This is an optimization exercise on Yosys and OpenROAD, whose aim is small area and few clock cycles per item, not a production implementation. In this exercise RTL edits were held to simulation tests only and were not proved equivalent to the original. Power and IR drop assume default switching activity.

`flow/design.v`:
```
package slu_pkg;
  localparam logic [3:0] S_IDLE     = 4'd0;
  localparam logic [3:0] S_BANG     = 4'd5;
  localparam logic [3:0] S_EQUAL    = 4'd6;
  localparam logic [3:0] S_LESS     = 4'd7;
  localparam logic [3:0] S_GREATER  = 4'd8;
  localparam logic [3:0] S_SLASH    = 4'd9;
  localparam logic [3:0] S_COMMENT  = 4'd1;
  localparam logic [3:0] S_STRING   = 4'd2;
  localparam logic [3:0] S_NUMBER   = 4'd3;
  localparam logic [3:0] S_NUM_DOT  = 4'd4;
  localparam logic [3:0] S_FRACTION = 4'd10;
  localparam logic [3:0] S_DOTP     = 4'd11;    
  localparam logic [3:0] S_WORD     = 4'd12;    
  localparam logic [3:0] S_IDENT    = 4'd13;    
  function automatic logic [4:0] kw_first(input logic [7:0] c);
    case (c)
      "a": kw_first = 5'd0;
      "c": kw_first = 5'd1;
      "e": kw_first = 5'd2;
      "f": kw_first = 5'd3;
      "i": kw_first = 5'd6;
      "n": kw_first = 5'd7;
      "o": kw_first = 5'd8;
      "p": kw_first = 5'd9;
      "r": kw_first = 5'd10;
      "s": kw_first = 5'd11;
      "t": kw_first = 5'd12;
      "v": kw_first = 5'd14;
      "w": kw_first = 5'd15;
      default: kw_first = 5'd16;
    endcase
  endfunction
  function automatic logic [4:0] kw_char(input logic [3:0] k, input logic [2:0] i);
    logic [63:0] t;
    t = '0;
    if (k == 4'd0) t = 64'(24'h646e61);
    if (k == 4'd1) t = 64'(40'h7373616c63);
    if (k == 4'd2) t = 64'(32'h65736c65);
    if (k == 4'd3) t = 64'(40'h65736c6166);
    if (k == 4'd4) t = 64'(24'h726f66);
    if (k == 4'd5) t = 64'h6e6f6974636e7566;
    if (k == 4'd6) t = 64'(16'h6669);
    if (k == 4'd7) t = 64'(32'h6c6c756e);
    if (k == 4'd8) t = 64'(16'h726f);
    if (k == 4'd9) t = 64'(40'h746e697270);
    if (k == 4'd10) t = 64'(48'h6e7275746572);
    if (k == 4'd11) t = 64'(40'h7265707573);
    if (k == 4'd12) t = 64'(32'h73696874);
    if (k == 4'd13) t = 64'(32'h65757274);
    if (k == 4'd14) t = 64'(24'h726176);
    if (k == 4'd15) t = 64'(40'h656c696877);
    kw_char = 5'd0;
    for (int j = 0; j < 7; j++)
      if (i == 3'(j)) kw_char = t[8*(j+1) +: 5];
  endfunction
  function automatic logic kw_end(input logic [3:0] k, input logic [2:0] i);
    case (k)
      4'd0, 4'd4, 4'd14:              kw_end = (i == 3'd2);
      4'd2, 4'd7, 4'd12, 4'd13:       kw_end = (i == 3'd3);
      4'd1, 4'd3, 4'd9, 4'd11, 4'd15: kw_end = (i == 3'd4);
      4'd10:                          kw_end = (i == 3'd5);
      4'd5:                           kw_end = (i == 3'd7);
      default:                        kw_end = (i == 3'd1);
    endcase
  endfunction
endpackage
import slu_pkg::*;
module source_code_lexer_unit (
  input  logic        clk,
  input  logic        rst_n,
  input  logic        in_tvalid,
  output logic        in_tready,
  input  logic [7:0]  in_tdata,    
  input  logic        in_tlast,    
  output logic        out_tvalid,
  input  logic        out_tready,
  output logic [55:0] out_tdata,   
  output logic        out_tlast    
);
  logic        valid_r;
  logic [7:0]  char_r;
  logic        eot_r;
  logic [3:0]  st_r;
  logic [3:0]  kw_r;
  logic [2:0]  ki_r;
  logic [15:0] pos_r, begin_r, line_r;
  logic        tok;        
  logic        fin;        
  logic [5:0]  kind;
  logic [1:0]  ssel;       
  logic [2:0]  lsel;       
  logic [3:0]  st_nxt;
  logic [3:0]  kw_nxt;
  logic [2:0]  ki_nxt;
  logic        line_inc, set_begin, restart;
  logic        f_tok;
  logic [5:0]  f_kind;
  logic [3:0]  f_st;
  logic [4:0]  f_kw;
  logic        f_nl;
  logic        p_tok;
  logic [5:0]  p_kind;
  logic [1:0]  p_ssel;
  logic [2:0]  p_lsel;
  logic        is_digit, is_alpha;
  logic        step;
  assign is_digit = (char_r >= "0") && (char_r <= "9");
  assign is_alpha = ((char_r >= "a") && (char_r <= "z")) || ((char_r >= "A") && (char_r <= "Z"))
                    || (char_r == "_");
  assign f_kw     = slu_pkg::kw_first(char_r);
  always_comb begin
    f_tok  = 1'b0;
    f_kind = 6'd39;
    f_st   = S_IDLE;
    f_nl   = 1'b0;
    case (char_r)
      "(": begin f_tok = 1'b1; f_kind = 6'd0; end
      ")": begin f_tok = 1'b1; f_kind = 6'd1; end
      "{": begin f_tok = 1'b1; f_kind = 6'd2; end
      "}": begin f_tok = 1'b1; f_kind = 6'd3; end
      ",": begin f_tok = 1'b1; f_kind = 6'd4; end
      ".": begin f_tok = 1'b1; f_kind = 6'd5; end
      "-": begin f_tok = 1'b1; f_kind = 6'd6; end
      "+": begin f_tok = 1'b1; f_kind = 6'd7; end
      ";": begin f_tok = 1'b1; f_kind = 6'd8; end
      "*": begin f_tok = 1'b1; f_kind = 6'd9; end
      "!": f_st = S_BANG;
      "=": f_st = S_EQUAL;
      "<": f_st = S_LESS;
      ">": f_st = S_GREATER;
      "/": f_st = S_SLASH;
      " ", 8'h0d, 8'h09: ;
      8'h0a: f_nl = 1'b1;
      "\"": f_st = S_STRING;
      default: begin
        if (is_digit)      f_st = S_NUMBER;
        else if (is_alpha) f_st = f_kw[4] ? S_IDENT : S_WORD;
        else               f_tok = 1'b1;
      end
    endcase
  end
  always_comb begin
    p_tok  = 1'b1;
    p_kind = 6'd21;
    p_ssel = 2'd0;
    p_lsel = 3'd0;
    case (st_r)
      S_IDLE, S_COMMENT: p_tok = 1'b0;
      S_BANG, S_EQUAL, S_LESS, S_GREATER, S_SLASH: begin
        p_kind = {1'b0, st_r, 1'b0}; p_lsel = 3'd1;
      end
      S_STRING:  p_kind = 6'd40;
      S_NUMBER, S_FRACTION: ;
      S_NUM_DOT: p_lsel = 3'd4;
      S_DOTP:    begin p_kind = 6'd5; p_ssel = 2'd2; p_lsel = 3'd1; end
      S_WORD:    p_kind = slu_pkg::kw_end(kw_r, ki_r) ? 6'd22 + 6'(kw_r) : 6'd19;
      default:   p_kind = 6'd19;
    endcase
  end
  always_comb begin
    logic rescan;
    tok       = 1'b0;
    fin       = 1'b1;
    kind      = p_kind;
    ssel      = p_ssel;
    lsel      = p_lsel;
    st_nxt    = st_r;
    kw_nxt    = kw_r;
    ki_nxt    = ki_r + 3'd1;
    line_inc  = 1'b0;
    set_begin = 1'b0;
    restart   = 1'b0;
    rescan    = 1'b0;
    if (eot_r) begin
      if (p_tok) begin
        tok    = 1'b1;
        fin    = 1'b0;
        st_nxt = (st_r == S_NUM_DOT) ? S_DOTP : S_IDLE;
      end else begin
        tok     = 1'b1;
        kind    = 6'd38;
        ssel    = 2'd1;
        lsel    = 3'd3;
        restart = 1'b1;
        st_nxt  = S_IDLE;
      end
    end else begin
      case (st_r)
        S_BANG, S_EQUAL, S_LESS, S_GREATER: begin
          if (char_r == "=") begin
            tok    = 1'b1;
            kind   = p_kind + 6'd1;
            lsel   = 3'd2;
            st_nxt = S_IDLE;
          end else rescan = 1'b1;
        end
        S_SLASH: begin
          if (char_r == "/") st_nxt = S_COMMENT;
          else rescan = 1'b1;
        end
        S_COMMENT: begin
          if (char_r == 8'h0a) begin
            line_inc = 1'b1;
            st_nxt   = S_IDLE;
          end
        end
        S_STRING: begin
          if (char_r == 8'h0a) line_inc = 1'b1;
          if (char_r == "\"") begin
            tok    = 1'b1;
            kind   = 6'd20;
            lsel   = 3'd5;
            st_nxt = S_IDLE;
          end
        end
        S_NUMBER: begin
          if (char_r == ".") st_nxt = S_NUM_DOT;
          else if (!is_digit) rescan = 1'b1;
        end
        S_NUM_DOT: begin
          if (is_digit) st_nxt = S_FRACTION;
          else rescan = 1'b1;
        end
        S_FRACTION: begin
          if (!is_digit) rescan = 1'b1;
        end
        S_IDLE, S_DOTP: rescan = 1'b1;
        S_WORD: begin
          if (is_alpha || is_digit) begin
            if (ki_r == 3'd0 && kw_r == 4'd3 && (char_r == "o" || char_r == "u"))
              kw_nxt = (char_r == "o") ? 4'd4 : 4'd5;
            else if (ki_r == 3'd0 && kw_r == 4'd12 && char_r == "r")
              kw_nxt = 4'd13;
            else if (char_r[7:5] != 3'b011 || char_r[4:0] != slu_pkg::kw_char(kw_r, ki_r))
              st_nxt = S_IDENT;
          end else rescan = 1'b1;
        end
        default: begin
          if (!(is_alpha || is_digit)) rescan = 1'b1;
        end
      endcase
      if (rescan) begin
        if (p_tok && (f_tok || st_r == S_NUM_DOT)) begin
          tok    = 1'b1;
          fin    = 1'b0;
          st_nxt = (st_r == S_NUM_DOT) ? S_DOTP : S_IDLE;
        end else begin
          tok       = p_tok | f_tok;
          if (!p_tok) begin
            kind = f_kind;
            ssel = 2'd1;
            lsel = 3'd1;
          end
          st_nxt    = f_st;
          kw_nxt    = f_kw[3:0];
          ki_nxt    = 3'd0;
          line_inc  = f_nl;
          set_begin = 1'b1;
        end
      end
    end
  end
  logic [15:0] start, len;
  logic [16:0] pos_inc, sub_a;
  logic [15:0] sub_b;
  logic        sub_c;
  logic [17:0] diff;
  assign pos_inc = {1'b0, pos_r} + 17'd1;
  assign sub_a   = (lsel == 3'd5) ? pos_inc : {1'b0, pos_r};
  assign sub_b   = (ssel == 2'd2) ? 16'd0 : begin_r;
  assign sub_c   = !(lsel == 3'd4 || ssel == 2'd2);
  assign diff    = {1'b0, sub_a} + {2'b11, ~sub_b} + 18'(sub_c);
  always_comb begin
    case (ssel)
      2'd0:    start = begin_r;
      2'd1:    start = pos_r;
      default: start = diff[15:0];
    endcase
    case (lsel)
      3'd1:    len = 16'd1;
      3'd2:    len = 16'd2;
      3'd3:    len = 16'd0;
      default: len = diff[17] ? 16'd0 : diff[16] ? 16'hFFFF : diff[15:0];
    endcase
  end
  assign step       = valid_r && (!tok || out_tready);
  assign in_tready  = !valid_r || (fin && (!tok || out_tready));
  assign out_tvalid = valid_r && tok;
  assign out_tdata  = {2'b00, line_r, len, start, kind};
  assign out_tlast  = fin;
  always_ff @(posedge clk) begin
    if (!rst_n) begin
      valid_r <= 1'b0;
      st_r    <= S_IDLE;
      pos_r   <= 16'd0;
      begin_r <= 16'd0;
      line_r  <= 16'd1;
    end else begin
      if (in_tready) valid_r <= in_tvalid;
      if (step) begin
        st_r <= st_nxt;
        if (fin) begin
          kw_r <= kw_nxt;
          ki_r <= ki_nxt;
          if (restart) begin
            pos_r   <= 16'd0;
            begin_r <= 16'd0;
            line_r  <= 16'd1;
          end else begin
            if (!pos_inc[16]) pos_r <= pos_inc[15:0];
            if (set_begin) begin_r <= pos_r;
            if (line_inc && line_r != 16'hFFFF) line_r <= line_r + 16'd1;
          end
        end
      end
    end
  end
  always_ff @(posedge clk) begin
    if (in_tready) begin
      char_r <= in_tdata;
      eot_r  <= in_tlast;
    end
  end
endmodule
```
`flow/flow/run.sh`:
```
#!/bin/bash
# The standard layout (standard.sh), with two changes:
#  - synthesis maps the logic with flow/abc_area.script (ABC_AREA is 1 in config.mk), an
#    area-oriented ABC script built on &deepsyn, instead of ORFS's own abc_area.script;
#    everything else in synthesis (registers, flattening, renaming) is the standard one.
#  - the port buffers use sky130_fd_sc_hd__buf_1 instead of the resizer's default choice.
#  - clock tree synthesis adds no dummy load cells (-dont_use_dummy_load).
# Each tool's full output stays in the ORFS logs under orfs/logs; standard.sh's own output
# goes to standard.log.
set -euo pipefail
here=$(pwd)
rm -rf "$here/orfs_scripts"
cp -r "$FLOW_HOME/scripts" "$here/orfs_scripts"
cp "$here/flow/abc_area.script" "$here/orfs_scripts/abc_area.script"
export SCRIPTS_DIR="$here/orfs_scripts"
export BUFFER_PORTS_ARGS="-buffer_cell sky130_fd_sc_hd__buf_1"
export CTS_ARGS="-sink_clustering_enable -repair_clock_nets -dont_use_dummy_load"
bash standard.sh > standard.log 2>&1
```
`flow/flow/abc_area.script`:
```
strash
&get -n
&deepsyn -T 240
&put
strash
&get -n
&nf -R 1000
&put
topo
stime -c
```
`flow/standard.sh`:
```
#!/bin/bash
# synth_recipe.tcl (not shown) runs the flow's synth.tcl, then flattens the netlist and writes it again
# the make line also repeats each setting of config.mk as NAME=value (left out here)
make -C /OpenROAD-flow-scripts/flow DESIGN_CONFIG=/design/flow/config.mk WORK_HOME=/design/flow/orfs CLKGATE_MAP_FILE= SYNTH_SCRIPT=/design/flow/synth_recipe.tcl "${@:-finish}"
```
`flow/config.mk`:
```
export PLATFORM = sky130hd
export DESIGN_NAME = source_code_lexer_unit
export DESIGN_NICKNAME = source_code_lexer_unit
export VERILOG_FILES = /design/flow/design.v
export SDC_FILE = /design/flow/constraint.sdc
export NUM_CORES = 4
export LEC_CHECK = 0
export ABC_AREA = 1
export CAP_MARGIN = 20
export CORE_MARGIN = 2
export CORE_UTILIZATION = 60
export SLEW_MARGIN = 20
```
`flow/constraint.sdc`:
```
create_clock -name core_clock -period 10.0 [get_ports {clk}]
set_input_delay 2.0000 -clock core_clock [delete_from_list [all_inputs] [get_ports {clk}]]
set_output_delay 2.0000 -clock core_clock [all_outputs]
set_load 0.01 [all_outputs]
```
==> summary.md, run 1 <==
| Metric | Value |
|---|---|
| Outcome | `no timing/DRC/antenna violations` |
| Area growth syn-to-layout | `10.8%` |
| Worst-path clk slew | `0.08 ns` |
| Max Cap Viol | `0` |
| Seq cells post-synth | `69` |
| Area contributors post-synth | `dfxtp_1 (20%), edfxtp_1 (9.1%), nand2_1 (7.0%)` |
| # IOs | `72` |
| Slew headroom | `39.2%` |
| Via density | `6.37` |
| Vias in the first global route | `5336` |
| Final Skew | `0.0311 ns` |
| Mapped Cells | `702` |
| Critical Path RT | `8.00 ns` |
| Post-route ant nets | `0` |
| Unique masters post-synth | `55` |
| Initial antenna violation count | `0` |
| Crit-path most repeated cell | `o21ai_0` |
| CP peak stage delay | `0.67 ns` |
| Post-DP Area | `5710 µm²` |
| Largest net degree at the start of global routing | `35` |
| Fin crit period | `8.83 ns` |
| Number of port buffers | `69` |
| Site Rows | `34` |
| Final setup viols | `0` |
| RSZ-0062 raised after global routing | `false` |
| Critical Path Sink Type | `primary output` |
| Hold Buf Count CTS | `0` |
| Synth top cells by count | `nand2_1 (99), a21oi_1 (74), nor2_1 (61), dfxtp_1 (53), o21ai_0 (47)` |
| Finished Cell Area | `5840 µm²` |
| Register Area | `1540 µm²` |
| Number of synthesized flops with an enable pin | `16` |
| Dpl hpwl | `11300 µm` |
| Cell Count, Final, Fillers Out | `893` |
| Inst Count DP | `884` |
| Yosys top cell area share | `20.1%` |
| Startpoint Class | `flop` |
| Max IR drop VDD | `84.4 µV` |
| Total global routing overflow | `0` |
| Total track usage | `32.2%` |
| Die extent in y | `97.7 µm` |
| Resized cells post-CTS | `0` |
| Die X | `97.7 µm` |
| Synthesized area per cell | `7.51 µm²` |
| Via Count | `5690` |
| Slew Viols, Final | `0` |
| Final Hold Viols | `0` |
| Leakage power | `0.00206 µW` |
| Initial drt markers | `502` |
| Routability congestion estimate from global placement | `0.987` |
| Synth Warn # | `1` |
| Period utilization | `88.3%` |
| Core box area | `8640 µm²` |
| Synth Cell Area | `5270 µm²` |
| Clk sink count | `69` |
| Remaining DRCs | `0` |
| Yosys top cell by area | `dfxtp_1` |
| Main synth FF type | `dfxtp_1` |
| Post-CTS Setup Bufs | `0` |
| CP max stage cell | `edfxtp_1` |
| PD cells | `98.6 nW/µm²` |
| Clock Latency Late Sink | `0.34 ns` |
| CTS Buf Count | `9` |
| Ys async rst share | `0%` |
| Drt first pass iters | `5` |
| Seq/Total Area, Yosys | `29.2%` |
| Setup_tns | `0 ns` |
| Initial Util | `61.1%` |
| Layout cell share with drive strength beyond 1 | `2.29%` |
| Die area | `9550 µm²` |
| Ant diodes | `0` |
| Measured slew at the worst slew-check pin | `0.889 ns` |
| Fin nets | `828` |
| CTS tree | `yes` |
| Crit Path Max Fanout | `16` |
| Area taken by multi-input logic gates | `3590 µm²` |
| WL/cell | `17.0 µm` |
| Clk buf depth | `2` |
| Global-route wire length before repair | `25600 µm` |
| Fillers | `755` |
| Root buffer cell | `clkbuf_8` |
| H-tree depth | `3` |
| Critical Path AT | `6.83 ns` |
| Hold crit path type | `flop to flop` |
| DRT Wirelength | `15100 µm` |
| Fmax | `113 MHz` |
| WS Path Type | `flop to primary output` |
| Count leader, synth | `nand2_1` |
[kinds of logic after synthesis]
| kind of cell | share of synthesized area, % |
|---|---|
| AND/OR/NAND/NOR | 28.0 |
| AO/OA/AOI/OAI | 27.4 |
| flip-flops | 29.2 |
| buffers and inverters | 2.99 |
| XOR/XNOR | 5.15 |
| adder cells (fa/ha/maj) | 6.93 |
| other | 0.0711 |
| multiplexers | 0.214 |
[per-layer routing]
layer	track usage (%)	up-vias	share of wire, %	wire (µm)
met4	9.83	0	1.8	271
met3	4.51	26	7.8	1180
met1	45.6	2636	44	6710
met2	51.6	258	46	6990
li1	-	2770	-	-
met5	0	-	0	0
[registers in the layout, summed over array words and instances (netlist names)]
name,flops
pos_r,16
line_r,16
valid_r,1
kw_r,4
char_r,8
st_r,4
begin_r,16
ki_r,3
eot_r,1
[area by class of cell]
class	count	share of cell area [%]
Tap cell	108	2.31
Clock buffer	9	2.12
Multi-Input combinational cell	594	61.5
Sequential cell	69	26.4
Timing Repair Buffer	75	5.21
Inverter	38	2.44
[per-stage QoR]
step / util [%] / setup WS (ns) / hold WS (ns) / power, µW
3_3_place_gp: 66.1 / 1.81 / 0.457 / 405
6_report: 67.6 / 1.17 / 0.475 / 576
2_1_floorplan: - / 2.67 / 0.442 / 374
4_1_cts: 67.5 / 1.10 / 0.477 / 578
5_1_grt: 67.6 / 0.463 / 0.495 / 601
3_5_place_dp: 66.1 / 1.52 / 0.454 / 406
[critical path: cells and delay by family (launching register included)]
kind / cells / cell delay, ns
simple gates: 10 / 2.23
buf+inv: 1 / 0.13
mux: 1 / 0.40
fa+ha+maj: 1 / 0.29
compound gates: 15 / 2.74
flops: 1 / 0.67
[cells in the final DEF (no fill, tap or decap), types with 18 or more instances in the layout]
cell / instances
and3_1: 18
buf_1: 69
xnor2_1: 21
dfxtp_1: 53
nor3_1: 27
nand2b_1: 19
nor2b_1: 18
a21oi_1: 74
nand3_1: 31
nand2_1: 99
o21ai_0: 45
ha_1: 26
nor2_1: 61
clkinv_1: 38
[worst paths after layout]
check / endpoint / depth (start not counted) / slack [ns] / startpoint
setup reg to reg: line_r[13]$_SDFFE_PN0P_ / 21 / 4.00 / char_r[0]$_DFFE_PP_
hold / removal: begin_r[15]$_SDFFE_PN0P_ / 1 / 0.48 / begin_r[15]$_SDFFE_PN0P_
hold reg to reg: begin_r[15]$_SDFFE_PN0P_ / 1 / 0.48 / begin_r[15]$_SDFFE_PN0P_
setup / recovery: out_tdata[23] / 28 / 1.17 / char_r[3]$_DFFE_PP_
[report_power, final]
group | leakage, µW | internal, µW | switching (µW) | total, µW
clock | 0.0000647 | 80.3 | 93.4 | 174
combinational | 0.00141 | 34.6 | 62.7 | 97.3
sequential | 0.000585 | 291 | 13.7 | 305
Testbench counts, summed over its fixed seeds: cycles 34,367, bytes 33,802.
==> run 2: changes to the inputs <==
--- a/flow/flow/run.sh
+++ b/flow/flow/run.sh
@@ -1,5 +1,5 @@
 #!/bin/bash
-# The standard layout (standard.sh), with two changes:
+# The standard layout (standard.sh), with these changes:
 #  - synthesis maps the logic with flow/abc_area.script (ABC_AREA is 1 in config.mk), an
 #    area-oriented ABC script built on &deepsyn, instead of ORFS's own abc_area.script;
 #    everything else in synthesis (registers, flattening, renaming) is the standard one.
--- a/flow/config.mk
+++ b/flow/config.mk
@@ -8,5 +8,5 @@
 export ABC_AREA = 1
 export CAP_MARGIN = 20
 export CORE_MARGIN = 2
-export CORE_UTILIZATION = 60
+export CORE_UTILIZATION = 70
 export SLEW_MARGIN = 20
==> run 2 against run 1 <==
Against the previous run:
- still clean
- sequential share of layout area increased by 0.11 points
- first-iteration DRC count is 7.6% higher
- maximum frequency is 0.12% higher
- synthesized cell count did not move
- flip-flop and latch count did not move
- non-clock buffer count down 4
- sequential power hardly changed
- clock-buffer cell count did not move
- worst setup slack gained 0.011 ns
- combinational power decreased by 0.7%
- final area fell by 0.43%
- critical endpoint unchanged
- largest cell class unchanged
==> summary.md, run 2 <==
| Metric | Value |
|---|---|
| Die X | `90.8 µm (was 97.7 µm)` |
| Crit Path Max Fanout | `16 (unchanged)` |
| Pre-CTS setup slack | `1.53 ns (was 1.52 ns)` |
| WL/cell | `17.1 µm (was 17.0 µm)` |
| Vias in the first global route | `5342 (was 5336)` |
| Post-route ant nets | `0 (unchanged)` |
| Switch share | `29.5% (about the same)` |
| Slew Viols, Final | `0 (unchanged)` |
| Largest family of logic cells by synthesized area | `simple AND/OR/NAND/NOR gates (unchanged)` |
| Commonest non-fill, non-tap cell in the layout | `nand2_1 (unchanged)` |
| Synth Warn # | `1 (unchanged)` |
| Measured slew at the worst slew-check pin | `0.917 ns (was 0.889 ns)` |
| Crit-path most repeated cell | `o21ai_0 (unchanged)` |
| Root buffer cell | `clkbuf_8 (unchanged)` |
| RSZ-0062 raised after global routing | `false (unchanged)` |
| Max IR drop VDD | `89.9 µV (was 84.4 µV)` |
| Ant diodes | `0 (unchanged)` |
| Synth Area in XOR/XNOR | `5.15% (unchanged)` |
| Ys async rst share | `0% (unchanged)` |
| Critical Path RT | `8.00 ns (about the same)` |
| WS Path Type | `flop to primary output (unchanged)` |
| Core box area | `7290 µm² (was 8640 µm²)` |
| Clock network power share | `30.1% (about the same)` |
| Final Skew | `0.0353 ns (was 0.0311 ns)` |
| Resized cells post-CTS | `0 (unchanged)` |
| Unique masters post-synth | `55 (unchanged)` |
| Setup_tns | `0 ns (unchanged)` |
| Seq cells post-synth | `69 (unchanged)` |
| Slew headroom | `38.4% (was 39.2%)` |
| Clk buf depth | `2 (unchanged)` |
| Number of port buffers | `69 (unchanged)` |
| Initial Util | `72.3% (was 61.1%)` |
| Largest net degree at the start of global routing | `32 (was 35)` |
| Remaining DRCs | `0 (unchanged)` |
| Drt first pass iters | `5 (unchanged)` |
| Main synth FF type | `dfxtp_1 (unchanged)` |
| Final Hold Viols | `0 (unchanged)` |
| Dpl hpwl | `11000 µm (was 11300 µm)` |
| Mux share of post-synthesis cell area | `0.214% (unchanged)` |
| Hold crit path type | `flop to flop (unchanged)` |
| Synthesized area per cell | `7.51 µm² (unchanged)` |
| Startpoint Class | `flop (unchanged)` |
| Clock Latency Late Sink | `0.36 ns (was 0.34 ns)` |
| CP Launch Point | `char_r[3]$_DFFE_PP_ (unchanged)` |
| Die extent in y | `90.8 µm (was 97.7 µm)` |
| Via density | `6.63 (was 6.37)` |
| CP peak stage delay | `0.66 ns (was 0.67 ns)` |
| Clk sink count | `69 (unchanged)` |
| Worst-path clk slew | `0.08 ns (about the same)` |
| Simple-gate share of the synthesized area | `28.0% (unchanged)` |
| Mapped Cells | `702 (unchanged)` |
| Fin nets | `824 (was 828)` |
| DRT Wirelength | `15000 µm (was 15100 µm)` |
| Area growth syn-to-layout | `10.3% (was 10.8%)` |
| Flop pwr share | `53.1% (was 53.0%)` |
| Most frequent cells in the layout | `nand2_1 (99), a21oi_1 (74), buf_1 (69), nor2_1 (60), dfxtp_1 (53) (was nand2_1 (99), a21oi_1 (74), buf_1 (69), nor2_1 (61), dfxtp_1 (53))` |
| Period utilization | `88.2% (was 88.3%)` |
| Critical Path Sink Type | `primary output (unchanged)` |
| # IOs | `72 (unchanged)` |
| Seq/Total Area, Yosys | `29.2% (unchanged)` |
| Initial drt markers | `540 (was 502)` |
| CP max stage cell | `edfxtp_1 (unchanged)` |
| Setup WS post-layout | `1.18 ns (was 1.17 ns)` |
| Crit Reg-Reg Startpoint | `char_r[0]$_DFFE_PP_ (unchanged)` |
| Initial antenna violation count | `0 (unchanged)` |
| Layout cell share with drive strength beyond 1 | `1.92% (was 2.29%)` |
| Number of synthesized flops with an enable pin | `16 (unchanged)` |
| Final setup viols | `0 (unchanged)` |
| Fillers | `515 (was 755)` |
| Synth top cells by count | `nand2_1 (99), a21oi_1 (74), nor2_1 (61), dfxtp_1 (53), o21ai_0 (47) (unchanged)` |
| Synth Cell Area | `5270 µm² (unchanged)` |
| CTS tree | `yes (unchanged)` |
| Max Cap Viol | `0 (unchanged)` |
| Routability congestion estimate from global placement | `0.996 (was 0.987)` |
| Hold Buf Count CTS | `0 (unchanged)` |
| Int Pwr | `405 µW (was 406 µW)` |
| Tot Pwr | `574 µW (was 576 µW)` |
| Switching power | `169 µW (was 170 µW)` |
| Post-CTS Setup Bufs | `0 (unchanged)` |
| Yosys top cell by area | `dfxtp_1 (unchanged)` |
| Total track usage | `36.4% (was 32.2%)` |
| Leakage power | `0.00204 µW (was 0.00206 µW)` |
| Post-Route Utilization | `79.8% (was 67.6%)` |
| H-tree depth | `3 (unchanged)` |
| Total global routing overflow | `0 (unchanged)` |
| Post-Synth Adder-Cell Area | `6.93% (unchanged)` |
| Gate power share | `16.8% (was 16.9%)` |
| CTS Buf Count | `9 (unchanged)` |
| Site Rows | `31 (was 34)` |
| Fmax | `113 MHz (about the same)` |
| Global-route wire length before repair | `24900 µm (was 25600 µm)` |
| Outcome | `no timing/DRC/antenna violations (unchanged)` |
| Hold path startpoint | `begin_r[9]$_SDFFE_PN0P_ (was begin_r[15]$_SDFFE_PN0P_)` |
| Synth Area in Compound Gates | `27.4% (unchanged)` |
| Regs by FF count | `begin_r: 16 flops, line_r: 16 flops, pos_r: 16 flops (unchanged)` |
| Fin crit period | `8.82 ns (was 8.83 ns)` |
| Die area | `8240 µm² (was 9550 µm²)` |
| Critical Path AT | `6.82 ns (was 6.83 ns)` |
| Area contributors post-synth | `dfxtp_1 (20%), edfxtp_1 (9.1%), nand2_1 (7.0%) (unchanged)` |
| Count leader, synth | `nand2_1 (unchanged)` |
| PD cells | `98.8 nW/µm² (was 98.6 nW/µm²)` |
| Via Count | `5830 (was 5690)` |
| Yosys top cell area share | `20.1% (unchanged)` |
[run 2: cell types whose count changed in the layout (fill, tap and decap cells not counted), sizes merged]
| cell | previous run | this run |
|---|---|---|
| buf | 75 | 71 |
[run 2: area by class of cell]
cell class | instances | area (µm²) | area share, %
clock buffers | 9 | 124 | 2.13
inverters | 38 | 143 | 2.45
multi-input cells | 594 | 3610 | 62.1
flip-flops and latches | 69 | 1540 | 26.5
well taps | 99 | 124 | 2.13
repair buffers | 71 | 274 | 4.71
[run 2: kinds of logic (layout without fill, tap and decap cells)]
| group | count (synthesis) | after routing |
|---|---|---|
| compound gates | 224 | 224 |
| xor+xnor | 31 | 31 |
| fa+ha+maj | 28 | 28 |
| buf+inv | 40 | 118 |
| flops | 69 | 69 |
| mux | 1 | 1 |
| other cells | 1 | 2 |
| simple gates | 308 | 308 |
[run 2: power groups by stage]
stage / Sequential [µW] / Clock, µW / Combinational (µW)
floorplan: 306 / 0 / 68.0
global placement: 310 / 0 / 90.1
detailed placement: 310 / 0 / 92.9
CTS: 304 / 173 / 93.6
global route: 306 / 184 / 106
finish: 305 / 173 / 96.6
[run 2: path summary, 6_finish.rpt]
check / endpoint / slack, ns / cells after the start
worst max-delay path: out_tdata[23] / 1.18 / 28
worst min-delay path: begin_r[9]$_SDFFE_PN0P_ / 0.48 / 1
worst max register to register: line_r[13]$_SDFFE_PN0P_ / 3.81 / 21
worst min register to register: begin_r[9]$_SDFFE_PN0P_ / 0.48 / 1
[run 2: worst max-delay path, delay by kind of cell (launching register included)]
| kind | cells | cell delay (ns) |
|---|---|---|
| buffers and inverters | 1 | 0.15 |
| AO/OA/AOI/OAI | 15 | 2.67 |
| flip-flops | 1 | 0.66 |
| adder cells (fa/ha/maj) | 1 | 0.30 |
| AND/OR/NAND/NOR | 10 | 2.31 |
| multiplexers | 1 | 0.40 |
[run 2: stage by stage]
step	hold slack, ns	area, µm²	instances
after floorplan	0.442	5280	703
after global placement	0.455	5670	871
after detailed placement	0.462	5680	871
after CTS	0.478	5800	880
after global routing	0.496	5820	880
final	0.479	5820	880
[run 2: layer usage]
| metal | vias to the layer above | track usage (%) | wire length [µm] |
|---|---|---|---|
| met2 | 371 | 58.7 | 6730 |
| met4 | 0 | 13.5 | 390 |
| met5 | - | 0 | 0 |
| met1 | 2647 | 49.2 | 6400 |
| li1 | 2770 | - | - |
| met3 | 42 | 6.09 | 1520 |
==> run 3: changes to the inputs <==
--- a/flow/design.v
+++ b/flow/design.v
@@ -82,8 +82,8 @@
   logic [7:0]  char_r;
   logic        eot_r;
   logic [3:0]  st_r;
-  logic [3:0]  kw_r;
-  logic [2:0]  ki_r;
+  logic [3:0]  kw_r;       
+  logic [2:0]  ki_r;       
   logic [15:0] pos_r, begin_r, line_r;
   logic        tok;        
   logic        fin;        
@@ -166,8 +166,8 @@
     ssel      = p_ssel;
     lsel      = p_lsel;
     st_nxt    = st_r;
-    kw_nxt    = kw_r;
-    ki_nxt    = ki_r + 3'd1;
+    kw_nxt    = f_kw[3:0];
+    ki_nxt    = 3'd0;
     line_inc  = 1'b0;
     set_begin = 1'b0;
     restart   = 1'b0;
@@ -228,6 +228,8 @@
         S_IDLE, S_DOTP: rescan = 1'b1;
         S_WORD: begin
           if (is_alpha || is_digit) begin
+            kw_nxt = kw_r;
+            ki_nxt = ki_r + 3'd1;
             if (ki_r == 3'd0 && kw_r == 4'd3 && (char_r == "o" || char_r == "u"))
               kw_nxt = (char_r == "o") ? 4'd4 : 4'd5;
             else if (ki_r == 3'd0 && kw_r == 4'd12 && char_r == "r")
@@ -253,8 +255,6 @@
             lsel = 3'd1;
           end
           st_nxt    = f_st;
-          kw_nxt    = f_kw[3:0];
-          ki_nxt    = 3'd0;
           line_inc  = f_nl;
           set_begin = 1'b1;
         end
==> run 3 against run 2 <==
Against the previous run:
- worst setup slack got worse by 0.83 ns
- global-route usage rose by 1.3 points
- wire length rose by 4.3%
- final area fell by 0.52%
- core utilization rose by 0.44 points
- clock-buffer cell count did not move
- register-to-register slack improved by 0.31 ns
- sequential power fell by 1%
- sequential share of layout area rose by 0.14 points
- largest power group unchanged
- still clean on timing, DRC and antenna
- area after synthesis fell by 2.0%
==> summary.md, run 3 <==
| Metric | Value |
|---|---|
| Outcome | `no timing/DRC/antenna violations (unchanged)` |
| Worst-path clk slew | `0.07 ns (was 0.08 ns)` |
| Slew headroom | `30.6% (was 38.4%)` |
| Clk sink count | `69 (unchanged)` |
| Via Count | `5825 (was 5830)` |
| DRT Wirelength | `15700 µm (was 15000 µm)` |
| Initial antenna violation count | `0 (unchanged)` |
| Commonest non-fill, non-tap cell in the layout | `nand2_1 (unchanged)` |
| CTS tree | `yes (unchanged)` |
| Regs by FF count | `begin_r: 16 flops, line_r: 16 flops, pos_r: 16 flops (unchanged)` |
| Total global routing overflow | `0 (unchanged)` |
| Seq/Total Area, Yosys | `29.8% (was 29.2%)` |
| Largest net degree at the start of global routing | `34 (was 32)` |
| Final Hold Viols | `0 (unchanged)` |
| Setup_tns | `0 ns (unchanged)` |
| Period utilization | `96.4% (was 88.2%)` |
| CTS Buf Count | `9 (unchanged)` |
| Final Skew | `0.0252 ns (was 0.0353 ns)` |
| Most frequent cells in the layout | `nand2_1 (83), a21oi_1 (81), buf_1 (69), dfxtp_1 (53), nor2_1 (47) (was nand2_1 (99), a21oi_1 (74), buf_1 (69), nor2_1 (60), dfxtp_1 (53))` |
| Initial Util | `71.6% (was 72.3%)` |
| Critical Path AT | `7.64 ns (was 6.82 ns)` |
| Via density | `6.85 (was 6.63)` |
| Synth Cell Area | `5170 µm² (was 5270 µm²)` |
| PD cells | `98.1 nW/µm² (was 98.8 nW/µm²)` |
| CP max stage cell | `edfxtp_1 (unchanged)` |
| CP peak stage delay | `0.50 ns (was 0.66 ns)` |
| Ys async rst share | `0% (unchanged)` |
| Drt first pass iters | `6 (was 5)` |
| Synth Area in XOR/XNOR | `4.41% (was 5.15%)` |
| Mux share of post-synthesis cell area | `0.387% (was 0.214%)` |
| H-tree depth | `3 (unchanged)` |
| Die X | `89.9 µm (was 90.8 µm)` |
| Dpl hpwl | `11200 µm (was 11000 µm)` |
| Simple-gate share of the synthesized area | `26.0% (was 28.0%)` |
| Synthesized area per cell | `7.83 µm² (was 7.51 µm²)` |
| Hold crit path type | `flop to flop (unchanged)` |
| Seq cells post-synth | `69 (unchanged)` |
| Fin crit period | `9.64 ns (was 8.82 ns)` |
| Largest family of logic cells by synthesized area | `compound AO/OA/AOI/OAI gates (was simple AND/OR/NAND/NOR gates)` |
| Global-route wire length before repair | `25500 µm (was 24900 µm)` |
| Max Cap Viol | `0 (unchanged)` |
| # IOs | `72 (unchanged)` |
| Clk buf depth | `2 (unchanged)` |
| Yosys top cell area share | `20.5% (was 20.1%)` |
| Synth Area in Compound Gates | `30.5% (was 27.4%)` |
| Fmax | `104 MHz (was 113 MHz)` |
| Slew Viols, Final | `0 (unchanged)` |
| Total track usage | `37.7% (was 36.4%)` |
| Mapped Cells | `660 (was 702)` |
| Fin nets | `794 (was 824)` |
| Routability congestion estimate from global placement | `1.05 (was 0.996)` |
| Area growth syn-to-layout | `12.0% (was 10.3%)` |
| Critical Path RT | `8.00 ns (about the same)` |
| WS Path Type | `flop to primary output (unchanged)` |
| Area contributors post-synth | `dfxtp_1 (21%), edfxtp_1 (9.3%), a21oi_1 (7.8%) (was dfxtp_1 (20%), edfxtp_1 (9.1%), nand2_1 (7.0%))` |
| Remaining DRCs | `0 (unchanged)` |
| Critical Path Sink Type | `primary output (unchanged)` |
| Startpoint Class | `flop (unchanged)` |
| Clock Latency Late Sink | `0.36 ns (about the same)` |
| Max IR drop VDD | `80.3 µV (was 89.9 µV)` |
| Vias in the first global route | `5417 (was 5342)` |
| Crit-path most repeated cell | `a21o_1 (was o21ai_0)` |
| Measured slew at the worst slew-check pin | `1.03 ns (was 0.917 ns)` |
| Layout cell share with drive strength beyond 1 | `3.60% (was 1.92%)` |
| Synth top cells by count | `nand2_1 (83), a21oi_1 (81), dfxtp_1 (53), nor2_1 (49), o21ai_0 (38) (was nand2_1 (99), a21oi_1 (74), nor2_1 (61), dfxtp_1 (53), o21ai_0 (47))` |
| Root buffer cell | `clkbuf_8 (unchanged)` |
| Ant diodes | `0 (unchanged)` |
| Die extent in y | `89.9 µm (was 90.8 µm)` |
| Hold Buf Count CTS | `0 (unchanged)` |
| Post-route ant nets | `0 (unchanged)` |
| Yosys top cell by area | `dfxtp_1 (unchanged)` |
| Core box area | `7210 µm² (was 7290 µm²)` |
| Main synth FF type | `dfxtp_1 (unchanged)` |
| Initial drt markers | `892 (was 540)` |
| Die area | `8090 µm² (was 8240 µm²)` |
| Synth Warn # | `1 (unchanged)` |
| WL/cell | `18.5 µm (was 17.1 µm)` |
| Crit Path Max Fanout | `13 (was 16)` |
| Fillers | `504 (was 515)` |
| Final setup viols | `0 (unchanged)` |
| Unique masters post-synth | `55 (unchanged)` |
| Count leader, synth | `nand2_1 (unchanged)` |
| Number of port buffers | `69 (unchanged)` |
| Post-Synth Adder-Cell Area | `7.07% (was 6.93%)` |
| Post-Route Utilization | `80.2% (was 79.8%)` |
| Number of synthesized flops with an enable pin | `16 (unchanged)` |
| Leakage power | `0.00211 µW (was 0.00204 µW)` |
| Site Rows | `31 (unchanged)` |
-- run 3: cell count changes after synthesis, sizes merged, moves of 7 or more --
cell    before  now
and3        18   28
a21oi       74   81
nand3       31   14
clkinv      38   21
a21o         8   25
nand2       99   83
nor2        61   49
o21ai       47   38
and2         6   14
nand2b      19    8
-- run 3: final cells by class --
type	instances	area, µm²	area share [%]
Timing Repair Buffer	83	364	6.29
Tap cell	99	124	2.14
Multi-Input combinational cell	569	3550	61.4
Clock buffer	9	124	2.14
Sequential cell	69	1540	26.6
Inverter	21	78.8	1.36
-- run 3: critical path, delay by kind of cell, from the launching register on --
family          cells  cell delay [ns]
compound gates     19             4.05
simple gates       11             1.81
flops               1             0.50
buf+inv             2             0.43
fa+ha+maj           1             0.33
xor+xnor            1             0.15
-- run 3: report_power, final --
group	internal (µW)	leakage (µW)	switching, µW	total (µW)
combinational	33.4	0.00146	56.3	89.7
clock	80.2	0.0000647	96.3	177
sequential	291	0.000590	10.7	301
total	404	0.00211	163	568
-- run 3: final timing paths --
check / slack, ns / cells after the start / start / to
setup / recovery: 0.36 / 34 / char_r[2]$_DFFE_PP_ / out_tdata[22]
hold / removal: 0.48 / 1 / begin_r[13]$_SDFFE_PN0P_ / begin_r[13]$_SDFFE_PN0P_
setup reg to reg: 4.12 / 21 / char_r[2]$_DFFE_PP_ / line_r[14]$_SDFFE_PN0P_
hold reg to reg: 0.48 / 1 / begin_r[13]$_SDFFE_PN0P_ / begin_r[13]$_SDFFE_PN0P_
-- run 3: stage by stage --
step | hold WS [ns] | area, µm² | worst slack (ns) | total power [µW] | std cells
after detailed placement | 0.454 | 5580 | 0.572 | 388 | 832
after global routing | 0.498 | 5790 | -0.0138 | 584 | 850
final | 0.478 | 5790 | 0.357 | 568 | 850
after CTS | 0.478 | 5700 | 0.167 | 558 | 841
after floorplan | 0.442 | 5170 | 1.33 | 363 | 661
after global placement | 0.456 | 5580 | 0.871 | 386 | 832
-- run 3: cells by family (layout without fill, tap and decap cells) --
group | count (synthesis) | in the layout
muxes | 2 | 2
DFF | 69 | 69
AOI/OAI and AO/OA | 242 | 242
xor gates and xnor gates | 26 | 26
and+or+nand+nor | 269 | 269
other | 1 | 2
adders and majority gates | 28 | 28
buffers and inverters | 23 | 113
-- run 3: routing by layer --
metal	vias up	track usage [%]	wire length, µm	share of wire, %
met5	-	0	0	0
met4	0	12.3	412	2.6
met3	61	6.62	1720	11
met2	431	61.3	7250	46
met1	2643	51.4	6320	40
li1	2690	-	-	-
-- run 3: timing repair --
action	in CTS	in global routing
buffers inserted	0	9
endpoints found under the setup margin	0	16
gates resized for setup	0	4
Testbench counts of run 3, summed over its fixed seeds: cycles 34,367, bytes 33,802.
==> run 4: changes to the inputs <==
--- a/flow/config.mk
+++ b/flow/config.mk
@@ -9,4 +9,5 @@
 export CAP_MARGIN = 20
 export CORE_MARGIN = 2
 export CORE_UTILIZATION = 70
+export GPL_TIMING_DRIVEN = 0
 export SLEW_MARGIN = 20
==> run 4 against run 3 <==
Against the previous run:
- synthesized cell count did not move
- clock-buffer cell count did not move
- core utilization rose by 1.5 points
- global-route usage rose by 1.6 points
- critical endpoint unchanged
- largest power group unchanged
==> summary.md, run 4 <==
| Metric | Value |
|---|---|
| Initial Util | `71.6% (unchanged)` |
| Cells on worst reg2reg path | `21 (unchanged)` |
| Synth Warn # | `1 (unchanged)` |
| Max Cap Viol | `0 (unchanged)` |
| Mapped Cells | `660 (unchanged)` |
| Period utilization | `96.1% (was 96.4%)` |
| Post-route ant nets | `0 (unchanged)` |
| Synth Cell Area | `5170 µm² (unchanged)` |
| Crit Path Max Fanout | `7 (was 13)` |
| Hold path cells | `1 (unchanged)` |
| Vias in the first global route | `5685 (was 5417)` |
| Clock network power share | `30.8% (was 31.1%)` |
| Synth top cells by count | `nand2_1 (83), a21oi_1 (81), dfxtp_1 (53), nor2_1 (49), o21ai_0 (38) (unchanged)` |
| Flop pwr share | `52.7% (was 53.1%)` |
| Clk buf depth | `2 (unchanged)` |
| Global-route wire length before repair | `26400 µm (was 25500 µm)` |
| CP max stage cell | `edfxtp_1 (unchanged)` |
| Fin crit period | `9.61 ns (was 9.64 ns)` |
| Critical Path AT | `7.61 ns (was 7.64 ns)` |
| Remaining DRCs | `0 (unchanged)` |
| Outcome | `no timing/DRC/antenna violations (unchanged)` |
| Hold Crit Endpoint | `begin_r[3]$_SDFFE_PN0P_ (was begin_r[13]$_SDFFE_PN0P_)` |
| Ant diodes | `0 (unchanged)` |
| Yosys top cell area share | `20.5% (unchanged)` |
| Yosys top cell by area | `dfxtp_1 (unchanged)` |
| Total global routing overflow | `0 (unchanged)` |
| Drt first pass iters | `6 (unchanged)` |
| Number of synthesized flops with an enable pin | `16 (unchanged)` |
| Hold path startpoint | `begin_r[3]$_SDFFE_PN0P_ (was begin_r[13]$_SDFFE_PN0P_)` |
| Regs by FF count | `begin_r: 16 flops, line_r: 16 flops, pos_r: 16 flops (unchanged)` |
| Fillers | `471 (was 504)` |
| Slew headroom | `30.1% (was 30.6%)` |
| Largest net degree at the start of global routing | `34 (unchanged)` |
| Die extent in y | `89.9 µm (unchanged)` |
| Setup slack, reg-to-reg | `4.07 ns (was 4.12 ns)` |
| Critical Path RT | `8.00 ns (about the same)` |
| CP peak stage delay | `0.51 ns (was 0.50 ns)` |
| RSZ-0062 raised after global routing | `false` |
| Via density | `7.08 (was 6.85)` |
| Switch share | `29.1% (was 28.8%)` |
| WS Path Type | `flop to primary output (unchanged)` |
| Crit Reg-Reg Startpoint | `char_r[1]$_DFFE_PP_ (was char_r[2]$_DFFE_PP_)` |
| Unique masters post-synth | `55 (unchanged)` |
| Switching power | `167 µW (was 163 µW)` |
| Clock Latency Late Sink | `0.35 ns (was 0.36 ns)` |
| Initial drt markers | `731 (was 892)` |
| Total track usage | `39.3% (was 37.7%)` |
| Crit-path most repeated cell | `a21o_1 (unchanged)` |
| WL/cell | `19.0 µm (was 18.5 µm)` |
| Gate power share | `16.6% (was 15.8%)` |
| Fin Hold WS | `0.482 ns (was 0.478 ns)` |
| Layout cell share with drive strength beyond 1 | `5.02% (was 3.60%)` |
| Fmax | `104 MHz (about the same)` |
| DRT Wirelength | `16300 µm (was 15700 µm)` |
| Final setup viols | `0 (unchanged)` |
| Final Hold Viols | `0 (unchanged)` |
| Startpoint Class | `flop (unchanged)` |
| Root buffer cell | `clkbuf_8 (unchanged)` |
| Main synth FF type | `dfxtp_1 (unchanged)` |
| Core box area | `7210 µm² (unchanged)` |
| Count leader, synth | `nand2_1 (unchanged)` |
| Cell Count, Final, Fillers Out | `856 (was 850)` |
| Seq/Total Area, Yosys | `29.8% (unchanged)` |
| Measured slew at the worst slew-check pin | `1.04 ns (was 1.03 ns)` |
| Synthesized area per cell | `7.83 µm² (unchanged)` |
| Via Count | `6061 (was 5825)` |
| Worst-path clk slew | `0.07 ns (about the same)` |
| CTS Buf Count | `9 (unchanged)` |
| Site Rows | `31 (unchanged)` |
| Max IR drop VDD | `106 µV (was 80.3 µV)` |
| Most frequent cells in the layout | `nand2_1 (83), a21oi_1 (80), buf_1 (69), dfxtp_1 (53), nor2_1 (45) (was nand2_1 (83), a21oi_1 (81), buf_1 (69), dfxtp_1 (53), nor2_1 (47))` |
| Setup_tns | `0 ns (unchanged)` |
| Inst Count DP | `831 (was 832)` |
| H-tree depth | `3 (unchanged)` |
| Commonest non-fill, non-tap cell in the layout | `nand2_1 (unchanged)` |
| Critical Path Sink Type | `primary output (unchanged)` |
| Initial antenna violation count | `0 (unchanged)` |
| Final Skew | `0.0257 ns (was 0.0252 ns)` |
| Number of port buffers | `69 (unchanged)` |
| FF-to-FF End | `line_r[15]$_SDFFE_PN0P_ (was line_r[14]$_SDFFE_PN0P_)` |
| Clk sink count | `69 (unchanged)` |
| Area growth syn-to-layout | `14.0% (was 12.0%)` |
| Post-Route Utilization | `81.7% (was 80.2%)` |
| Area contributors post-synth | `dfxtp_1 (21%), edfxtp_1 (9.3%), a21oi_1 (7.8%) (unchanged)` |
| # IOs | `72 (unchanged)` |
| Tot Pwr | `574 µW (was 568 µW)` |
| Seq cells post-synth | `69 (unchanged)` |
| Slew Viols, Final | `0 (unchanged)` |
| Ys async rst share | `0% (unchanged)` |
| CTS tree | `yes (unchanged)` |
| Dpl hpwl | `11300 µm (was 11200 µm)` |
| Int Pwr | `407 µW (was 404 µW)` |
| Routability congestion estimate from global placement | `0.984 (was 1.05)` |
| Hold crit path type | `flop to flop (unchanged)` |
| Leakage power | `0.00216 µW (was 0.00211 µW)` |
| Die X | `89.9 µm (unchanged)` |
| Die area | `8090 µm² (unchanged)` |
| Fin nets | `800 (was 794)` |
| PD cells | `97.4 nW/µm² (was 98.1 nW/µm²)` |
[run 4: cell counts after synthesis]
Identical to the previous run, type by type.
[run 4: layout make-up]
cell class,instances,area (µm²),area share [%]
Timing Repair Buffer,87,422,7.16
Multi-Input combinational cell,569,3590,60.9
Clock buffer,9,124,2.10
Buffer,2,15.0,0.255
Sequential cell,69,1540,26.2
Tap cell,99,124,2.10
Inverter,21,78.8,1.34
[run 4: how the worst max path moves through the flow]
| stage | startpoint | end | slack, ns | depth (start not counted) |
|---|---|---|---|---|
| 2_1_floorplan | char_r[0]$_DFFE_PP_ | out_tdata[23] | 1.33 | 31 |
| 3_3_place_gp | char_r[2]$_DFFE_PP_ | out_tdata[22] | -0.05 | 33 |
| 3_5_place_dp | char_r[2]$_DFFE_PP_ | out_tdata[22] | 0.11 | 33 |
| 4_1_cts | char_r[2]$_DFFE_PP_ | out_tdata[22] | 0.04 | 33 |
| 5_1_grt | char_r[1]$_DFFE_PP_ | out_tdata[22] | 0.09 | 33 |
| 6_report | char_r[1]$_DFFE_PP_ | out_tdata[22] | 0.39 | 33 |
[run 4: cell families after synthesis]
group / Yosys count / share of synthesized area, %
buffers and inverters: 23 / 1.82
AND/OR/NAND/NOR: 269 / 26.0
XOR/XNOR: 26 / 4.41
AO/OA/AOI/OAI: 242 / 30.5
other: 1 / 0.0726
multiplexers: 2 / 0.387
flip-flops: 69 / 29.8
adder cells (fa/ha/maj): 28 / 7.07
[run 4: critical path, delay by kind of cell, from the launching register on]
kind | cells | cell delay [ns]
adder cells (fa/ha/maj) | 1 | 0.33
AO/OA/AOI/OAI | 19 | 4.10
flip-flops | 1 | 0.51
AND/OR/NAND/NOR | 11 | 2.00
XOR/XNOR | 1 | 0.15
buffers and inverters | 1 | 0.18
[run 4: power groups by stage]
stage               Clock [µW]  Combinational [µW]  Sequential [µW]
floorplan                    0                57.2              305
global placement             0                75.8              309
detailed placement           0                79.9              309
CTS                        175                81.4              303
global route               184                 102              303
finish                     177                95.1              302
[run 4: per-stage QoR]
step | setup WS, ns | area, µm²
after floorplan | 1.33 | 5170
after global placement | -0.0466 | 5550
after CTS | 0.0387 | 5750
after detailed placement | 0.111 | 5600
after global routing | 0.0881 | 5890
final | 0.389 | 5890
[run 4: routing by layer]
metal	global-route usage [%]	vias to the layer above	routed length, µm
li1	-	2703	-
met1	50.7	2768	6200
met2	64.4	507	7590
met3	7.54	83	1980
met4	17.8	0	532
met5	0	-	0
[run 4: repair_timing]
| action | CTS | global route |
|---|---|---|
| setup endpoints to repair | 16 | 16 |
| hold buffers | 0 | 0 |
| pin swaps | 0 | 1 |
| resized for setup | 3 | 3 |
| setup buffers | 0 | 16 |
==> run 5: changes to the inputs <==
--- a/flow/design.v
+++ b/flow/design.v
@@ -300,9 +300,9 @@
       if (in_tready) valid_r <= in_tvalid;
       if (step) begin
         st_r <= st_nxt;
+        kw_r <= kw_nxt;
+        ki_r <= ki_nxt;
         if (fin) begin
-          kw_r <= kw_nxt;
-          ki_r <= ki_nxt;
           if (restart) begin
             pos_r   <= 16'd0;
             begin_r <= 16'd0;
--- a/flow/config.mk
+++ b/flow/config.mk
@@ -9,5 +9,4 @@
 export CAP_MARGIN = 20
 export CORE_MARGIN = 2
 export CORE_UTILIZATION = 70
-export GPL_TIMING_DRIVEN = 0
 export SLEW_MARGIN = 20
==> run 5 against run 4 <==
Against the previous run:
- final area fell by 0.87%
- power rose by 5.0%
- global-route usage fell by 0.45 points
- die area rose by 2.4%
- via count fell by 1.4%
- flip-flop and latch count did not move
- synthesized cell count rose by 2.0%
- first-iteration DRC count fell by 0.55%
- critical path depth did not move
- worst hold slack barely moved
- register-to-register slack improved by 0.04 ns
- sequential power barely moved
- critical endpoint unchanged
==> summary.md, run 5 <==
| Metric | Value |
|---|---|
| Worst setup endpoint | `out_tdata[22] (unchanged)` |
| CP max stage cell | `edfxtp_1 (unchanged)` |
| Crit-path leading delay family | `compound AO/OA/AOI/OAI gates (unchanged)` |
| Total track usage | `38.9% (was 39.3%)` |
| Initial Util | `72.6% (was 71.6%)` |
| Total global routing overflow | `0 (unchanged)` |
| Post-route ant nets | `0 (unchanged)` |
| Area growth syn-to-layout | `10.3% (was 14.0%)` |
| Post-DP Area | `5720 µm² (was 5600 µm²)` |
| Drt first pass iters | `5 (was 6)` |
| Fmax | `106 MHz (was 104 MHz)` |
| Cell Count, Final, Fillers Out | `854 (was 856)` |
| Synth top cells by count | `nor2_1 (74), nand2_1 (70), a21oi_1 (59), dfxtp_1 (53), o21ai_0 (34) (was nand2_1 (83), a21oi_1 (81), dfxtp_1 (53), nor2_1 (49), o21ai_0 (38))` |
| Initial drt markers | `727 (was 731)` |
| PD cells | `103 nW/µm² (was 97.4 nW/µm²)` |
| Seq cells post-synth | `69 (unchanged)` |
| Cells on worst reg2reg path | `24 (was 21)` |
| Main synth FF type | `dfxtp_1 (unchanged)` |
| Ant diodes | `0 (unchanged)` |
| Unique masters post-synth | `56 (was 55)` |
| Number of synthesized flops with an enable pin | `16 (unchanged)` |
| CTS Buf Count | `9 (unchanged)` |
| Clock Latency Late Sink | `0.35 ns (about the same)` |
| Routability congestion estimate from global placement | `0.973 (was 0.984)` |
| # IOs | `72 (unchanged)` |
| Critical Path Sink Type | `primary output (unchanged)` |
| Mapped Cells | `673 (was 660)` |
| Crit-path most repeated cell | `a21o_1 (unchanged)` |
| Startpoint Class | `flop (unchanged)` |
| Final Skew | `0.0212 ns (was 0.0257 ns)` |
| Resized cells post-CTS | `0 (was 3)` |
| Initial antenna violation count | `0 (unchanged)` |
| Max Cap Viol | `0 (unchanged)` |
| Die X | `91.0 µm (was 89.9 µm)` |
| Hold crit path type | `flop to flop (unchanged)` |
| Remaining DRCs | `0 (unchanged)` |
| WS Path Type | `flop to primary output (unchanged)` |
| Finished Cell Area | `5840 µm² (was 5890 µm²)` |
| Area contributors post-synth | `dfxtp_1 (20%), edfxtp_1 (9.1%), ha_1 (6.1%) (was dfxtp_1 (21%), edfxtp_1 (9.3%), a21oi_1 (7.8%))` |
| Setup_tns | `0 ns (unchanged)` |
| Final Hold Viols | `0 (unchanged)` |
| Root buffer cell | `clkbuf_8 (unchanged)` |
| Tot Pwr | `602 µW (was 574 µW)` |
| Die extent in y | `91.0 µm (was 89.9 µm)` |
| Critical Path RT | `8.00 ns (about the same)` |
| Number of port buffers | `69 (unchanged)` |
| Outcome | `no timing/DRC/antenna violations (unchanged)` |
| Period utilization | `94.5% (was 96.1%)` |
| H-tree depth | `3 (unchanged)` |
| Post-CTS Setup Bufs | `0 (unchanged)` |
| Max IR drop VDD | `97.2 µV (was 106 µV)` |
| Ys async rst share | `0% (unchanged)` |
| Worst-path clk slew | `0.06 ns (was 0.07 ns)` |
| Layout cell share with drive strength beyond 1 | `2.12% (was 5.02%)` |
| Final setup viols | `0 (unchanged)` |
| Crit Reg-Reg Startpoint | `char_r[4]$_DFFE_PP_ (was char_r[1]$_DFFE_PP_)` |
| Synth Cell Area | `5300 µm² (was 5170 µm²)` |
| WL/cell | `18.7 µm (was 19.0 µm)` |
| Vias in the first global route | `5543 (was 5685)` |
| Fin crit period | `9.45 ns (was 9.61 ns)` |
| Global-route wire length before repair | `26400 µm (about the same)` |
| Most frequent cells in the layout | `nor2_1 (74), nand2_1 (70), buf_1 (69), a21oi_1 (58), dfxtp_1 (53) (was nand2_1 (83), a21oi_1 (80), buf_1 (69), dfxtp_1 (53), nor2_1 (45))` |
| DRT Wirelength | `16000 µm (was 16300 µm)` |
| Via density | `7.00 (was 7.08)` |
| Yosys top cell area share | `20.0% (was 20.5%)` |
| Worst Path Buf+Inv | `2 (was 1)` |
| RSZ-0062 raised after global routing | `false (unchanged)` |
| Clk sink count | `69 (unchanged)` |
| Critical Path AT | `7.45 ns (was 7.61 ns)` |
| CP peak stage delay | `0.63 ns (was 0.51 ns)` |
| Largest net degree at the start of global routing | `32 (was 34)` |
| Core box area | `7290 µm² (was 7210 µm²)` |
| Hold Buf Count CTS | `0 (unchanged)` |
| CTS tree | `yes (unchanged)` |
| Dpl hpwl | `11500 µm (was 11300 µm)` |
| Synthesized area per cell | `7.87 µm² (was 7.83 µm²)` |
| Slew Viols, Final | `0 (unchanged)` |
| FF-to-FF End | `pos_r[15]$_SDFFE_PN0P_ (was line_r[15]$_SDFFE_PN0P_)` |
| CP Launch Point | `char_r[4]$_DFFE_PP_ (was char_r[1]$_DFFE_PP_)` |
| Die area | `8280 µm² (was 8090 µm²)` |
| Count leader, synth | `nor2_1 (was nand2_1)` |
| Seq/Total Area, Yosys | `29.1% (was 29.8%)` |
| Synth Warn # | `1 (unchanged)` |
| Fin nets | `798 (was 800)` |
| Crit. path cell count | `33 (unchanged)` |
| Via Count | `5979 (was 6061)` |
| Commonest non-fill, non-tap cell in the layout | `nor2_1 (was nand2_1)` |
| Site Rows | `31 (unchanged)` |
| Clk buf depth | `2 (unchanged)` |
| Slew headroom | `39.8% (was 30.1%)` |
| Yosys top cell by area | `dfxtp_1 (unchanged)` |
| Leakage power | `0.00214 µW (was 0.00216 µW)` |
| Measured slew at the worst slew-check pin | `0.898 ns (was 1.04 ns)` |
| Crit Path Max Fanout | `17 (was 7)` |
| Setup slack, reg-to-reg | `4.11 ns (was 4.07 ns)` |
| Regs by FF count | `begin_r: 16 flops, line_r: 16 flops, pos_r: 16 flops (unchanged)` |
| Inst Count DP | `845 (was 831)` |
==> run 5: cell count changes after synthesis, sizes merged, moves of 10 or more <==
| cell | change |
|---|---|
| nand2 | -13 |
| a21oi | -22 |
| nor2 | +25 |
| a221o | +14 |
| o221ai | -10 |
| xor2 | +12 |
| o21a | +16 |
==> run 5: final cells by class <==
class / count / area, µm²
clock buffer: 9 / 124
fill: 534 / 1450
inverter: 21 / 78.8
multi-input combinational: 582 / 3680
sequential: 69 / 1540
tap: 99 / 124
timing repair buffer: 74 / 297
==> run 5: how the worst min path moves through the flow <==
stage | startpoint | slack [ns] | end | cells past startpoint
final | begin_r[3]$_SDFFE_PN0P_ | 0.48 | begin_r[3]$_SDFFE_PN0P_ | 1
after global routing | begin_r[3]$_SDFFE_PN0P_ | 0.50 | begin_r[3]$_SDFFE_PN0P_ | 1
after CTS | begin_r[3]$_SDFFE_PN0P_ | 0.48 | begin_r[3]$_SDFFE_PN0P_ | 1
after detailed placement | begin_r[3]$_SDFFE_PN0P_ | 0.47 | begin_r[3]$_SDFFE_PN0P_ | 1
after global placement | begin_r[12]$_SDFFE_PN0P_ | 0.46 | begin_r[12]$_SDFFE_PN0P_ | 1
after floorplan | begin_r[10]$_SDFFE_PN0P_ | 0.45 | begin_r[10]$_SDFFE_PN0P_ | 1
==> run 5: kinds of logic (layout without fill, tap and decap cells) <==
logic type / count (synthesis) / after routing / synth area share (%)
adder cells (fa/ha/maj): 28 / 28 / 6.90
multiplexers: 1 / 1 / 0.213
other: 1 / 2 / 0.0708
flip-flops: 69 / 69 / 29.1
buffers and inverters: 23 / 104 / 1.77
AND/OR/NAND/NOR: 284 / 284 / 26.0
AO/OA/AOI/OAI: 232 / 232 / 30.2
XOR/XNOR: 35 / 35 / 5.79
==> run 5: routing by layer <==
layer / vias up / share of wire [%] / GRT usage [%]
met4: 0 / 3.3 / 15.7
li1: 2713 / - / -
met3: 72 / 10 / 6.06
met1: 2762 / 41 / 52.2
met2: 432 / 45 / 62.8
met5: - / 0 / 0
==> run 5: power by group <==
part	internal, µW	total, µW	switching, µW
sequential	291	305	14.3
combinational	43.8	123	79.1
clock	80.3	174	93.8
==> run 5: through the flow <==
stage,hold WS [ns],utilization (%),worst slack (ns)
4_1_cts,0.483,80.1,0.691
3_3_place_gp,0.461,78.3,1.23
2_1_floorplan,0.449,-,1.46
6_report,0.482,80.1,0.552
3_5_place_dp,0.466,78.4,1.12
5_1_grt,0.497,80.1,0.0539
==> run 5: worst register-to-register path, stage by stage (launching register included) <==
cell      delay [ns]
edfxtp_1        0.63
xnor2_1         0.32
nand3_1         0.11
nand3b_1        0.10
a21oi_1         0.06
a31o_1          0.24
nor2_1          0.23
and3_1          0.26
a31oi_1         0.14
a311o_1         0.32
a21oi_1         0.29
and2_0          0.36
a32o_1          0.27
o21ai_0         0.11
clkinv_1        0.09
nand2_1         0.15
nor2_1          0.42
and3_1          0.28
and3_1          0.22
and3_1          0.27
and3_1          0.22
and3_1          0.23
and3_1          0.24
a21oi_1         0.08
nor3_1          0.19
Testbench counts of run 5, summed over its fixed seeds: cycles 34,367, bytes 33,802.

## separate check: timing with driven ports
The flow's constraints put no driver on any port. The routed layouts listed below were extracted and timed again, unchanged, in two steps. Step 1 (the two cells are an assumption about what drives the block):
set clk [get_ports {clk}]
set_driving_cell -lib_cell sky130_fd_sc_hd__clkbuf_16 $clk
set_driving_cell -lib_cell sky130_fd_sc_hd__buf_2 [delete_from_list [all_inputs] $clk]
Step 2, shift: input delay + t, output delay - t, t = (earliest + latest rising clock arrival at the registers) / 2. This alone moves slack from input paths to output paths. Slacks: ideal ports / drivers / drivers and shift; pairs: ideal ports / drivers.
| run | shift t [ns] | setup WS [ns] | hold slack, ns | clock arrival spread, ns | worst data-port slew with drivers (ns) |
|---|---|---|---|---|---|
| run 1 | 0.361 | 1.171 / 1.138 / 1.499 | 0.475 / 0.475 / 0.475 | 0.031 / 0.032 | 0.04 |
| run 2 | 0.370 | 1.182 / 1.149 / 1.519 | 0.479 / 0.479 / 0.479 | 0.035 / 0.036 | 0.04 |
| run 3 | 0.373 | 0.357 / 0.327 / 0.701 | 0.478 / 0.478 / 0.478 | 0.025 / 0.025 | 0.04 |
| run 4 | 0.375 | 0.389 / 0.354 / 0.729 | 0.482 / 0.482 / 0.482 | 0.025 / 0.026 | 0.04 |
| run 5 | 0.371 | 0.552 / 0.518 / 0.890 | 0.482 / 0.482 / 0.482 | 0.021 / 0.021 | 0.04 |
After both steps every run listed still meets setup and hold.
